From an optimization exercise on the open Yosys and OpenROAD flow, aimed at small area and a short achievable clock period; shortcuts taken in it are not production practice.
RTL that was checked went through simulation tests only; none was proved equivalent to the original.
Power figures rest on the tool's default switching activity, not on a simulated workload.

## main
==> flow/design.v (excerpt) <==
module ternary_matmul_top (
    input  logic       clk,
    input  logic       reset,
    input  logic [7:0] weights_in,
    input  logic [7:0] activations_in,
    input  logic       compute,
    output logic [7:0] result_out
);
Size: about 2400 cells after synthesis, roughly 550 flip-flops, about 27 I/O pins, roughly 21000 sq um of cells after synthesis.
==> flow/config.mk <==
export PLATFORM = sky130hd
export DESIGN_NAME = ternary_matmul_top
export DESIGN_NICKNAME = ternary_matmul_top
export VERILOG_FILES = /design/flow/design.v
export SDC_FILE = /design/flow/constraint.sdc
export NUM_CORES = 4
export LEC_CHECK = 0
export ABC_AREA = 1
export CAP_MARGIN = 20
export CORE_MARGIN = 2
export CORE_UTILIZATION = 40
export SLEW_MARGIN = 20
==> flow/constraint.sdc <==
create_clock -name core_clock -period 14.0 [get_ports {clk}]
set_input_delay 2.8000 -clock core_clock [delete_from_list [all_inputs] [get_ports {clk}]]
set_output_delay 2.8000 -clock core_clock [all_outputs]
set_load 0.01 [all_outputs]
standard.sh (not shown) runs the stock make flow with config.mk's settings and CLKGATE_MAP_FILE= SYNTH_SCRIPT=/design/flow/synth_recipe.tcl, a recipe that flattens the netlist after the stock synthesis.
==> flow/flow/run.sh <==
#!/bin/bash
set -euo pipefail
bash standard.sh synth > synth.log 2>&1
bash standard.sh SETUP_SLACK_MARGIN=10 finish > layout.log 2>&1
### main -> the feature branch
Settings: clearing ABC_AREA, which used to be 1; putting CTS_CLUSTER_SIZE at 30 where nothing was set; putting CTS_CLUSTER_DIAMETER at 100 where nothing was set.
==> flow/flow/run.sh <==
#!/bin/bash
# Own layout flow: the standard steps, except that synthesis maps
# with an area-oriented ABC script (flow/abc_area.script, see
# flow/synth.tcl) and leaves out Yosys's full-adder extraction, and
# timing repair aims for more setup margin.
set -euo pipefail
export MY_ABC_SCRIPT=$PWD/flow/abc_area.script
bash standard.sh ADDER_MAP_FILE= SYNTH_SCRIPT=$PWD/flow/synth.tcl synth > synth.log 2>&1
bash standard.sh SETUP_SLACK_MARGIN=10 finish > layout.log 2>&1
==> flow/flow/abc_area.script (new file) <==
strash
dch
map -D 2000
topo
stime
==> flow/flow/synth.tcl (new file) <==
# The standard flow's synthesis script with ABC's mapping script replaced by the one
# named in MY_ABC_SCRIPT; everything else, registers included, is as in
# the standard synthesis.
proc synth {args} { yosys synth -nofsm -noshare {*}$args }
proc my_abc_args {name1 name2 op} {
  set i [lsearch -exact $::abc_args -script]
  if {$i >= 0 && [lindex $::abc_args [expr {$i + 1}]] ne $::env(MY_ABC_SCRIPT)} {
    set ::abc_args [lreplace $::abc_args [expr {$i + 1}] [expr {$i + 1}] $::env(MY_ABC_SCRIPT)]
  }
}
trace add variable ::abc_args write my_abc_args
source $::env(SCRIPTS_DIR)/synth.tcl
# left out here: clear keep_hierarchy, flatten, clean up, hide names made inside functions, write 1_2_yosys.v
[summary]
Having completed the whole flow, the feature branch delivered a layout that passed the timing, DRC and antenna checks. Of main and the feature branch, the higher worst hold slack after final layout belongs to the feature branch. As of the feature branch, pin count of the biggest net entering global routing had risen slightly compared to main. Relative to main, the number of non-clock inverters in the layout measured on the feature branch has increased by a little under 10%. The feature branch ends up with lower final critical path time including I/O delays and setup than main does. What main reported for estimated wirelength of the detail-placed design has to be multiplied by 1.2 to get the figure for the feature branch. Lower core area among main and the feature branch: main. The feature branch does better than main on total power of the final layout. main → the feature branch: clock distribution area overhead in the final layout decreased by 3.8 points relative to the old numbers, design area now smaller.
No run of this note included a check of the RTL's function; only the layout flow was run.

========
ternary_matmul_top, a different RTL version from the one above (not shown whole).
For scale: ~540 flip-flops, ~27 I/O pins, about 0.020 mm2 of cells after synthesis.
clock: 14.0 ns
lec_check: 0
cap_margin: 20
core_margin: 2
core_utilization: 65
cts_cluster_diameter: 100
cts_cluster_size: 30
slew_margin: 20
==> flow/flow/run.sh <==
#!/bin/bash
# Own layout flow: the standard steps (standard.sh), except that
#  - synthesis leaves out Yosys's full-adder extraction (ADDER_MAP_FILE
#    empty) and maps with flow/abc_area.script, a delay-targeted ABC
#    mapping with area recovery, in place of ORFS's ABC script
#    (flow/synth.tcl swaps the script; the registers are unchanged);
#  - ports are buffered with buf_4 cells and timing repair aims for a
#    larger setup margin.
# Each step's full output goes to its own log file here.
set -euo pipefail
export MY_ABC_SCRIPT=$PWD/flow/abc_area.script
bash standard.sh ADDER_MAP_FILE= SYNTH_SCRIPT=$PWD/flow/synth.tcl synth > synth.log 2>&1
bash standard.sh SETUP_SLACK_MARGIN=10 "BUFFER_PORTS_ARGS=-buffer_cell sky130_fd_sc_hd__buf_4" finish > layout.log 2>&1
==> flow/flow/abc_area.script <==
strash
dc2
dch
map -D 2250
topo
stime
==> flow/flow/synth.tcl <==
# The standard flow's synthesis script with ABC's mapping script replaced by the one
# named in MY_ABC_SCRIPT; everything else, registers included, is as in
# the standard synthesis.
proc synth {args} { yosys synth -nofsm -noshare {*}$args }
proc my_abc_args {name1 name2 op} {
  set i [lsearch -exact $::abc_args -script]
  if {$i >= 0 && [lindex $::abc_args [expr {$i + 1}]] ne $::env(MY_ABC_SCRIPT)} {
    set ::abc_args [lreplace $::abc_args [expr {$i + 1}] [expr {$i + 1}] $::env(MY_ABC_SCRIPT)]
  }
}
trace add variable ::abc_args write my_abc_args
source $::env(SCRIPTS_DIR)/synth.tcl
# left out here: clear keep_hierarchy, flatten, clean up, hide names made inside functions, write 1_2_yosys.v
Then changed:
==> flow/flow/abc_area.script (replaced) <==
strash
dc2
dch
map -D 2000
topo
stime
Settings changed: CORE_UTILIZATION 65 to 40.
After rerunning: The changed run passed the timing, DRC and antenna checks; first-iteration DRC count goes down by 1.9%; worst setup slack degrades by 0.015 ns; critical path depth is unchanged; synthesized cell count came out higher by 3.4%; worst hold slack barely changes; combinational power increases by about 0.9%; clock skew is about the same.
Then changed:
==> flow/flow/abc_area.script (replaced) <==
strash
dc2
dch
map -D 2250
topo
stime
Settings changed: CORE_UTILIZATION 40 to 75.
Core utilization increases by 38 points.
Wire length decreases by about 3%.
Final area decreases by 3.2%.
Cell count decreases by about 13%.
Die area decreases by about 47%.
Then changed:
Settings changed: CORE_UTILIZATION 75 to 60, CTS_CLUSTER_SIZE 30 to 25.
- setup slack improves by 0.0066 ns
- power goes up by 1.1%
- cell count goes up by about 4%
- global-route usage goes down by 5.8 points
- routed wire length goes down by about 4%
- critical path depth stays the same
- hold slack improves by 0.0099 ns
- via count goes down by 2.9%
- sequential power is about the same
- synthesized area does not change
- final area goes up by 1.1%

## port drivers added, routing unchanged
No port has a modelled driver above. Below, the same layouts with a new extraction and two added sets of constraints. Step 1: set_driving_cell puts a clkbuf_16 on clk and a buf_2 on each other input, an assumption about the parent block. Step 2, shift: input delay + t, output delay - t, t = (earliest + latest rising clock arrival at the registers) / 2. This alone moves slack from input paths to output paths. a / b / c = no drivers / after step 1 / after step 2; a / b = the first two.
run	shift t [ns]	setup slack, ns	worst setup path at the end	latest minus earliest clock arrival (ns)	slew at the worst register clock pin (ns)
main	0.655	9.291 / 9.291 / 9.291	register to register	0.026 / 0.027	0.06 / 0.06
the feature branch	0.620	10.059 / 10.002 / 9.525	input to register	0.038 / 0.038	0.12 / 0.12
the first run of note 2	0.593	10.195 / 10.141 / 9.738	input to register	0.018 / 0.017	0.11 / 0.11
the second run of note 2	0.621	10.180 / 10.120 / 9.637	input to register	0.016 / 0.015	0.12 / 0.12
the third run of note 2	0.591	10.155 / 10.105 / 9.615	input to register	0.023 / 0.022	0.11 / 0.11
the fourth run of note 2	0.615	10.162 / 10.108 / 9.625	input to register	0.015 / 0.014	0.10 / 0.10
After both steps every run listed still meets setup and hold. For the second run of note 2, which loses most, drivers alone change the setup slack by -0.060 ns; drivers and shift together by -0.543 ns.
